This design comes from an exercise in tuning for small area, a short achievable clock period and few clock cycles per item on the open sky130 flow, not from production work.
Function was checked by simulation only, so behaviour that the tests miss may differ from the original.
Power and IR drop assume default switching activity.

==> flow/design.v <==
module nway_cache #(
  parameter int LINE_SIZE = 16,
  parameter int NUM_SETS  = 8,
  parameter int NUM_WAYS  = 4
) (
  input  logic                   clk,
  input  logic                   reset,
  input  logic                   is_input_valid,
  input  logic [31:0]            addr,
  input  logic                   mem_read,
  input  logic                   mem_write,
  input  logic [31:0]            din,
  output logic                   is_ready,
  output logic                   is_output_valid,
  output logic [31:0]            dout,
  output logic                   is_hit,
  output logic [31:0]            hit_count,
  output logic [31:0]            miss_count,
  output logic                   dm_is_input_valid,
  output logic [31:0]            dm_addr,
  output logic                   dm_mem_read,
  output logic                   dm_mem_write,
  output logic [8*LINE_SIZE-1:0] dm_din,
  input  logic                   dm_mem_ready,
  input  logic                   dm_is_output_valid,
  input  logic [8*LINE_SIZE-1:0] dm_dout
);
  localparam int LINES = 32;       
  localparam int QD = 8;           
  localparam int QW = 3;
  localparam int MD = 4;           
  localparam int MW = 2;
  localparam int FD = 4;           
  localparam int FW = 2;
  localparam logic [31:0] CNT_MAX = '1;
  logic [127:0] data_q [LINES];
  logic [24:0]  tag_q  [LINES];
  logic [1:0]   age_q  [LINES];
  logic [LINES-1:0] valid_q, dirty_q;
  logic        rdy_q, r1v_q, r1s_q;
  logic [29:0] r1a_q;              
  logic [31:0] r1d_q;
  logic [4:0]  q_line [QD];
  logic [1:0]  q_word [QD];
  logic        q_st   [QD];
  logic        q_hit  [QD];
  logic [31:0] q_din  [QD];
  logic [QW:0] qh_q, qt_q;
  logic [QD-1:0] qv_q;
  logic [4:0]    m_line  [MD];
  logic          m_wb    [MD];
  logic [24:0]   m_wbtag [MD];
  logic [24:0]   m_tag   [MD];
  logic [QD-1:0] m_mask  [MD];    
  logic [MW:0]   mh_q, mt_q;
  logic          wbdone_q;
  logic         dmv_q, dmw_q, dmr_q;
  logic [27:0]  dma_q;
  logic [127:0] dmd_q;
  logic [4:0]   f_line [FD];
  logic [FW:0]  fh_q, ft_q;
  logic [FW:0]  owed_q;
  logic [QW:0]  fdone_q;    
  logic        ov_q, hit_q;
  logic [31:0] dout_q, hcnt_q, mcnt_q;
  logic [2:0]  t_set;
  logic [24:0] t_tag;
  logic [3:0]  s_v, s_d, hitv;
  logic [24:0] s_tag [4];
  logic [1:0]  s_age [4];
  logic [1:0]  t_age_new [4];
  logic        t_hit;
  logic [1:0]  t_hway, t_vic, t_way, t_ref;
  logic        t_wb;
  logic [24:0] t_wbtag;
  logic [4:0]  t_line;
  assign t_set = r1a_q[4:2];
  assign t_tag = r1a_q[29:5];
  always_comb begin
    for (int w = 0; w < 4; w++) begin
      s_tag[w] = tag_q[{t_set, 2'(w)}];
      s_age[w] = age_q[{t_set, 2'(w)}];
      s_v[w]   = valid_q[{t_set, 2'(w)}];
      s_d[w]   = dirty_q[{t_set, 2'(w)}];
      hitv[w]  = s_v[w] && (s_tag[w] == t_tag);
    end
    t_hit  = |hitv;
    t_hway = {hitv[3] | hitv[2], hitv[3] | hitv[1]};
    if (!s_v[0])      t_vic = 2'd0;
    else if (!s_v[1]) t_vic = 2'd1;
    else if (!s_v[2]) t_vic = 2'd2;
    else if (!s_v[3]) t_vic = 2'd3;
    else begin
      t_vic = 2'd0;
      for (int w = 0; w < 4; w++) if (s_age[w] == 2'd3) t_vic = 2'(w);
    end
    t_way   = t_hit ? t_hway : t_vic;
    t_ref   = t_hit ? s_age[t_hway] : 2'd3;
    t_wb    = !t_hit && s_v[t_vic] && s_d[t_vic];
    t_wbtag = s_tag[t_vic];
    for (int w = 0; w < 4; w++) begin
      if (2'(w) == t_way)       t_age_new[w] = 2'd0;
      else if (s_age[w] < t_ref) t_age_new[w] = s_age[w] + 2'd1;
      else                       t_age_new[w] = s_age[w];
    end
  end
  assign t_line = {t_set, t_way};
  logic [QW:0] qcnt;
  logic [MW:0] mcnt;
  logic        t_go;
  assign qcnt = qt_q - qh_q;
  assign mcnt = mt_q - mh_q;
  assign t_go = r1v_q && (qcnt != QD) && (mcnt != MD);
  logic [MW-1:0] mh;
  logic [4:0]    e_line;
  logic          e_wb;
  logic          m_ne, hz, m_wbphase, m_port, offer_rd, acc_dm, hs;
  logic [FW:0]   fcnt;
  assign mh     = mh_q[MW-1:0];
  assign e_line = m_line[mh];
  assign e_wb   = m_wb[mh];
  assign m_ne   = (mcnt != 0);
  assign fcnt   = ft_q - fh_q;
  assign hz = |m_mask[mh];
  assign m_wbphase = m_ne && e_wb && !wbdone_q;
  assign m_port    = m_wbphase && !hz;
  assign offer_rd  = m_ne && !m_wbphase && !hz && (fcnt != FD);
  assign acc_dm    = !dmv_q || dm_mem_ready;
  assign hs        = dmv_q && dm_mem_ready;
  logic [QW-1:0] qh;
  logic [4:0]    h_line;
  logic [1:0]    h_word;
  logic          h_st, h_hit, h_valid;
  logic [31:0]   h_din;
  logic          fill_arr, h_filled, need_fill, fill_for_head, c_exec, merge;
  logic          st_want, ld_want, fw, fw_buf, st_write, fb_hold;
  logic [4:0]    f_tgt;
  logic [127:0]  fb_q, f_src;
  logic          fbv_q;
  assign qh       = qh_q[QW-1:0];
  assign h_line   = q_line[qh];
  assign h_word   = q_word[qh];
  assign h_st     = q_st[qh];
  assign h_hit    = q_hit[qh];
  assign h_din    = q_din[qh];
  assign h_valid  = (qcnt != 0);
  assign f_tgt    = f_line[fh_q[FW-1:0]];
  assign fill_arr      = dm_is_output_valid && (owed_q != 0);
  assign h_filled      = (fdone_q != 0);
  assign need_fill     = h_valid && !h_hit && !h_filled;
  assign fill_for_head = need_fill && (fbv_q || fill_arr);
  assign st_want       = h_valid && h_st && !need_fill;
  assign ld_want       = h_valid && !h_st && !need_fill;
  assign fw            = fill_for_head || (fbv_q ? (fill_arr || !st_want) : (fill_arr && !st_want));
  assign st_write      = st_want && !fw;
  assign c_exec        = fill_for_head || st_write || ld_want;
  assign merge         = fill_for_head && h_st;
  assign f_src         = fbv_q ? fb_q : dm_dout;
  assign fb_hold       = fbv_q ? (!fw || fill_arr) : (fill_arr && !fw);
  logic [4:0]   p_line;
  logic [31:0]  p_sel;
  logic [127:0] p_data;
  logic [31:0]  p_word;
  assign p_line = h_line;
  always_comb begin
    p_data = '0;
    for (int l = 0; l < LINES; l++) begin
      p_sel[l] = (p_line == 5'(l));
      p_data   = p_data | (data_q[l] & {128{p_sel[l]}});
    end
    p_word = p_data[32*h_word +: 32];
  end
  logic [127:0] w_data;
  logic [3:0]   w_hword;
  always_comb begin
    for (int i = 0; i < 4; i++) begin
      w_hword[i] = (h_word == 2'(i));
      w_data[32*i +: 32] = (fw && !(merge && w_hword[i])) ? f_src[32*i +: 32] : h_din;
    end
  end
  always_ff @(posedge clk) begin
    for (int l = 0; l < LINES; l++) begin
      for (int i = 0; i < 4; i++) begin
        if ((fw && f_tgt == 5'(l)) || (st_write && h_line == 5'(l) && w_hword[i]))
          data_q[l][32*i +: 32] <= w_data[32*i +: 32];
      end
    end
  end
  logic accept, r1v_d, rdy_d, m_pop;
  logic [QW:0] qcnt_d;
  logic [MW:0] mcnt_d;
  assign accept = rdy_q && is_input_valid && (mem_read || mem_write);
  assign r1v_d  = accept || (r1v_q && !t_go);
  assign m_pop  = acc_dm && offer_rd;
  assign qcnt_d = qcnt + (QW+1)'(t_go) - (QW+1)'(c_exec);
  assign mcnt_d = mcnt + (MW+1)'(t_go && !t_hit) - (MW+1)'(m_pop);
  assign rdy_d  = !r1v_d || ((qcnt_d != QD) && (mcnt_d != MD));
  logic [QD-1:0] q_retire, t_mask;
  always_comb begin
    for (int i = 0; i < QD; i++) begin
      q_retire[i] = c_exec && (qh == QW'(i));
      t_mask[i]   = qv_q[i] && !q_retire[i] && (q_line[i] == t_line);
    end
  end
  always_ff @(posedge clk) begin
    for (int j = 0; j < MD; j++) begin
      if (t_go && !t_hit && mt_q[MW-1:0] == MW'(j)) m_mask[j] <= t_mask;
      else m_mask[j] <= m_mask[j] & ~q_retire;
    end
  end
  always_ff @(posedge clk or posedge reset) begin
    if (reset) begin
      rdy_q    <= 1'b1;
      r1v_q    <= 1'b0;
      qh_q     <= '0;
      qt_q     <= '0;
      qv_q     <= '0;
      mh_q     <= '0;
      mt_q     <= '0;
      wbdone_q <= 1'b0;
      dmv_q    <= 1'b0;
      fh_q     <= '0;
      ft_q     <= '0;
      owed_q   <= '0;
      fdone_q  <= '0;
      fbv_q    <= 1'b0;
      ov_q     <= 1'b0;
      hcnt_q   <= '0;
      mcnt_q   <= '0;
      valid_q  <= '0;
      for (int l = 0; l < LINES; l++) age_q[l] <= '0;
    end else begin
      rdy_q <= rdy_d;
      r1v_q <= r1v_d;
      for (int i = 0; i < QD; i++) begin
        if (t_go && qt_q[QW-1:0] == QW'(i)) qv_q[i] <= 1'b1;
        else if (q_retire[i])              qv_q[i] <= 1'b0;
      end
      if (t_go) begin
        qt_q <= qt_q + 1'b1;
        valid_q[t_line] <= 1'b1;
        for (int w = 0; w < 4; w++) age_q[{t_set, 2'(w)}] <= t_age_new[w];
        if (!t_hit) mt_q <= mt_q + 1'b1;
      end
      if (acc_dm) dmv_q <= m_port || offer_rd;
      if (acc_dm && m_port) wbdone_q <= 1'b1;
      if (m_pop) begin
        wbdone_q <= 1'b0;
        mh_q     <= mh_q + 1'b1;
        ft_q     <= ft_q + 1'b1;
      end
      owed_q  <= owed_q + (FW+1)'(hs && dmr_q) - (FW+1)'(fill_arr);
      if (fw) fh_q <= fh_q + 1'b1;
      fbv_q   <= fb_hold;
      fdone_q <= fdone_q + (QW+1)'(fw && !fill_for_head) - (QW+1)'(c_exec && !h_hit && h_filled);
      ov_q <= c_exec;
      if (c_exec) begin
        qh_q <= qh_q + 1'b1;
        if (h_hit) begin
          if (hcnt_q != CNT_MAX) hcnt_q <= hcnt_q + 32'd1;
        end else begin
          if (mcnt_q != CNT_MAX) mcnt_q <= mcnt_q + 32'd1;
        end
      end
    end
  end
  always_ff @(posedge clk) begin
    if (rdy_q) begin
      r1a_q <= addr[31:2];
      r1d_q <= din;
      r1s_q <= mem_write;
    end
    if (t_go) begin
      dirty_q[t_line] <= t_hit ? (s_d[t_hway] | r1s_q) : r1s_q;
      if (!t_hit) tag_q[t_line] <= t_tag;
      q_line[qt_q[QW-1:0]] <= t_line;
      q_word[qt_q[QW-1:0]] <= r1a_q[1:0];
      q_st[qt_q[QW-1:0]]   <= r1s_q;
      q_hit[qt_q[QW-1:0]]  <= t_hit;
      q_din[qt_q[QW-1:0]]  <= r1d_q;
      if (!t_hit) begin
        m_line[mt_q[MW-1:0]]  <= t_line;
        m_wb[mt_q[MW-1:0]]    <= t_wb;
        m_wbtag[mt_q[MW-1:0]] <= t_wbtag;
        m_tag[mt_q[MW-1:0]]   <= t_tag;
      end
    end
    if (acc_dm) begin
      dmw_q <= m_port;
      dmr_q <= !m_port;
      dma_q <= m_port ? {m_wbtag[mh], e_line[4:2]} : {m_tag[mh], e_line[4:2]};
      if (m_port) dmd_q <= data_q[e_line];
    end
    if (m_pop) f_line[ft_q[FW-1:0]] <= e_line;
    if (fill_arr) fb_q <= dm_dout;
    if (c_exec) begin
      hit_q  <= h_hit;
      dout_q <= fill_for_head ? f_src[32*h_word +: 32] : p_word;
    end
  end
  assign is_ready          = rdy_q;
  assign is_output_valid   = ov_q;
  assign is_hit            = hit_q;
  assign dout              = dout_q;
  assign hit_count         = hcnt_q;
  assign miss_count        = mcnt_q;
  assign dm_is_input_valid = dmv_q;
  assign dm_addr           = {dma_q, 4'b0000};
  assign dm_mem_read       = dmr_q;
  assign dm_mem_write      = dmw_q;
  assign dm_din            = dmd_q;
endmodule
==> flow/run.sh <==
#!/bin/bash
# synth_recipe.tcl (not shown) runs the flow's synth.tcl, then flattens the netlist and writes it again
# the make line also repeats each setting of config.mk as NAME=value (left out here)
make -C /OpenROAD-flow-scripts/flow DESIGN_CONFIG=/design/flow/config.mk WORK_HOME=/design/flow/orfs CLKGATE_MAP_FILE= SYNTH_SCRIPT=/design/flow/synth_recipe.tcl finish
==> flow/config.mk <==
export PLATFORM = sky130hd
export DESIGN_NAME = nway_cache
export DESIGN_NICKNAME = nway_cache
export VERILOG_FILES = /design/flow/design.v
export SDC_FILE = /design/flow/constraint.sdc
export NUM_CORES = 4
export LEC_CHECK = 0
export CAP_MARGIN = 20
export CORE_MARGIN = 2
export CORE_UTILIZATION = 30
export PLACE_DENSITY = 0.42
export SETUP_SLACK_MARGIN = 5
export SLEW_MARGIN = 20
==> flow/constraint.sdc <==
create_clock -name core_clock -period 10.0 [get_ports {clk}]
set_input_delay 2.0000 -clock core_clock [delete_from_list [all_inputs] [get_ports {clk}]]
set_output_delay 2.0000 -clock core_clock [all_outputs]
set_load 0.01 [all_outputs]
==> notes.md <==
-- worst paths after layout --
| check | from | slack, ns | endpoint |
|---|---|---|---|
| max | qh_q[0]$_DFFE_PP0P_ | 4.64 | data_q[5][126]$_DFFE_PP_ |
| min | valid_q[29]$_DFFE_PP0P_ | 0.45 | valid_q[29]$_DFFE_PP0P_ |
| max reg2reg | qh_q[0]$_DFFE_PP0P_ | 4.64 | data_q[5][126]$_DFFE_PP_ |
| min reg2reg | valid_q[29]$_DFFE_PP0P_ | 0.45 | valid_q[29]$_DFFE_PP0P_ |
| max in group asynchronous | reset | 6.68 | mt_q[1]$_DFFE_PP0P_ |
| min in group asynchronous | reset | 1.33 | mcnt_q[6]$_DFFE_PP0P_ |
-- cell families after synthesis --
logic type	synth area share
compound gates	0.151
xor+xnor	0.00677
other cells	0.0000149
mux	0.0505
flops	0.723
simple gates	0.0464
buf+inv	0.0196
fa+ha+maj	0.00348
-- registers in the layout, summed over array words and instances, names as in the netlist, 28 cells and up, named ones only --
register  count
data_q     4096
tag_q       800
q_din       256
dmd_q       128
fb_q        128
m_tag       100
m_wbtag     100
age_q        64
q_line       40
dirty_q      32
dout_q       32
hcnt_q       32
m_mask       32
mcnt_q       32
r1d_q        32
valid_q      32
r1a_q        30
dma_q        28
-- routing by layer --
layer  track usage  wire, um  share of wire
met1         0.427    543000           0.37
met3         0.132    220000           0.15
met5       0.00499      2000         0.0014
met2         0.457    590000           0.40
met4         0.203    117000          0.079
-- per-stage QoR --
stage / cells / hold slack (ns)
6_report: 29000 / 0.452
3_3_place_gp: 26900 / 0.434
3_5_place_dp: 26900 / 0.440
5_1_grt: 28900 / 0.465
4_1_cts: 28600 / 0.454
2_1_floorplan: 15600 / 0.423
-- Yosys cell counts, types with 12 or more instances --
library cell	n
a221oi_1	1147
nor4_1	61
o21a_1	12
or3_1	33
dfrtp_1	200
a21o_1	35
xor2_1	89
nand4_1	484
a22o_1	1060
o21ai_0	258
inv_1	76
mux2_2	131
edfxtp_1	5882
a211oi_1	27
o22ai_1	42
or4_1	30
nor3_1	307
nor2_1	328
a21oi_1	332
nand3_1	506
mux4_2	262
a22oi_1	1555
dfxtp_1	35
buf_1	239
buf_4	24
and3_1	21
nand2_1	348
and2_1	25
ha_1	59
nand2b_1	19
a222oi_1	238
or2_2	27
buf_2	60
mux2i_1	526
clkbuf_1	844
xnor2_1	106
nor2b_1	30
-- cells in the final DEF (no fill, tap or decap), types with 204 or more instances in the layout --
cell type / n
buf_6: 204
buf_4: 744
clkbuf_16: 732
nand3_1: 492
clkdlybuf4s50_1: 454
nand4_1: 484
edfxtp_1: 5882
nor2_1: 239
buf_12: 252
nor3_1: 226
mux2i_1: 280
a221oi_1: 1064
mux2i_4: 270
a22o_1: 1060
nand2_1: 316
a222oi_1: 238
a22oi_1: 1543
diode_2: 216
mux4_2: 262
a21oi_1: 292
-- timing repair --
item | 4_1_cts | 5_1_grt
pin swaps | 165 | 79
endpoints found under the setup margin | 10100 | 5304
cloned | 110 | 52
gates resized for setup | 819 | 405
setup buffers | 365 | 140
hold buffers | 0 | 0
-- power breakdown --
part | internal [mW] | switching (mW) | leakage [nW]
Clock | 14.2 | 11.3 | 10.8
Combinational | 16.8 | 46.2 | 33.5
Sequential | 40.1 | 2.25 | 56.2
-- final cells by class --
| class | instances | area share |
|---|---|---|
| sequential | 6118 | 0.578 |
| tap | 11200 | 0.0442 |
| antenna | 216 | 0.00171 |
| clock buffer | 867 | 0.0585 |
| timing repair buffer | 1815 | 0.0675 |
| multi-input combinational | 8372 | 0.238 |
| inverter | 81 | 0.00121 |
| timing repair inverter | 1 | 0.0000277 |
| clock inverter | 396 | 0.0115 |
-- worst max-delay path, cell delays in order (launching register included) --
cell and delay [ns]:
dfrtp_4 0.50, buf_12 0.14, buf_16 0.10, buf_4 0.30, mux4_2 0.58, nand2_1 0.11, nand2_1 0.14, nand2_4 0.66
inv_1 0.33, a21oi_4 0.24, buf_12 0.35, mux2i_4 0.95
==> results.yml <==
synth:
  synth_seq_cells: 6118
  syn-instance-count: 15600
  synth_area_leader_cell: "edfxtp_1"
  seq_area_frac_synth: 0.723
  synth_edf_count: 5882
  yosys_warnings: 7
  synth_top_area_frac: 0.700
  ys_async_sr_fraction: 0.0329
  syn_area_mm2: 0.252
  ys_types: 94
  synthTopCellsByArea: "edfxtp_1, a22oi_1, a221oi_1"
  synth_ff_type: "edfxtp_1"
  synth.avg_cell_area_um2: 16.1
final_layout:
  multiInputGateArea_mm2: 0.0751
  synthToLayoutAreaGrowth_pct: 25.1
  final_cell_area_mm2: 0.316
  drive_above_1_share: 0.215
  finish.utilization: 0.377
  regArea_mm2: 0.182
  final_net_count: 17400
  nFillCells: 77800
sta:
  slew_violations: 42
  setup_viol: 0
  rsz0062_at_grt: "true"
  fmax_mhz: 187
  setup_tns_ns: 0
  post-route-period-util: 0.536
  final-hold-violation-count: 0
  fin_skew_ns: 0.164
  worst_slew_pin_slew_ns: 1.72
  setup_slack_ns: 4.64
  period_minus_slack_ns: 5.36
  relSlewSlack: -0.144
placed_design:
  port_buffers: 454
  place_area_mm2: 0.279
  gp_congestion: 0.892
  place_hpwl_mm: 787
  dp_slack_ns: 2.37
clock_tree:
  root_buffer: "clkbuf_16"
  path_clk_slew_ns: 0.06
  cts-buffers-inserted: 697
  cts.sinks: 6118
  clockBufferDepth: 4
  insertion_delay_ns: 1.26
  cts_tree: "yes"
  htreeDepth: 6
global_route:
  grt-ovfl-total: 0
  antenna_found_initial: 175
  grt_pass1_vias: 183000
  grt.total_usage: 0.329
  grt_max_degree: 112
  grt_pass1_wl_mm: 1860
drt:
  vias_per_cell: 6.76
  firstDrtPassIters: 10
  drt_iter0_drc: 41000
  wirelength_mm: 1470
  ant_nets: 0
  avgRoutedWirePerCell_um: 50.7
  drc: 0
  via_count: 196000
outcome:
  status: "failed layout checks"
  so_faults: "max-slew violations"
critical_path:
  critical_path_class: "reg -> reg"
  reg2regPathDepth: 11
  arrival_ns: 6.26
  cp.required_ns: 10.90
  endpoint_kind: "flip-flop"
  cp_max_fo: 42
  cp-start-kind: "flip-flop"
power_and_ir_drop:
  vdd_ir_drop_max_v: 0.000672
  p_per_area_mw_per_mm2: 415
  p_leak_nw: 100
  power_mw: 131
die:
  boundaryPins: 461
  start_util: 0.301
  core_region_area_mm2: 0.838
  die_y_um: 921
  dieArea_mm2: 0.849
  die_x_um: 921
  fp-row-count: 336
hold_path:
  hold_class: "reg -> reg"
  min_path_cells: 1
flow_run:
  cap_violations: 0
Testbench counts, summed over its fixed seeds: cycles 12,098, requests 12,000.

==> afterwards: timing with drivers on the ports <==
The results above use ideal ports. As a check the final layout listed here was re-extracted and re-timed, cells and wires unchanged.
Step 1: set_driving_cell puts a clkbuf_16 on clk and a buf_2 on each other input, an assumption about the parent block.
Step 2, shift: input delay + t, output delay - t, t = (earliest + latest rising clock arrival at the registers) / 2. This alone moves slack from input paths to output paths.
a / b / c = no drivers / after step 1 / after step 2; a / b = the first two.
shift t [ns]: 1.324
slack for setup (ns): 4.641 / 4.641 / 3.635
hold WS [ns]: 0.452 / 0.452 / 0.452
latest minus earliest clock arrival (ns): 0.164 / 0.164
worst slew at a driven data input, ns: 0.19
The setup slack of this run moves by 0.000 ns with the drivers and by -1.006 ns with both steps.
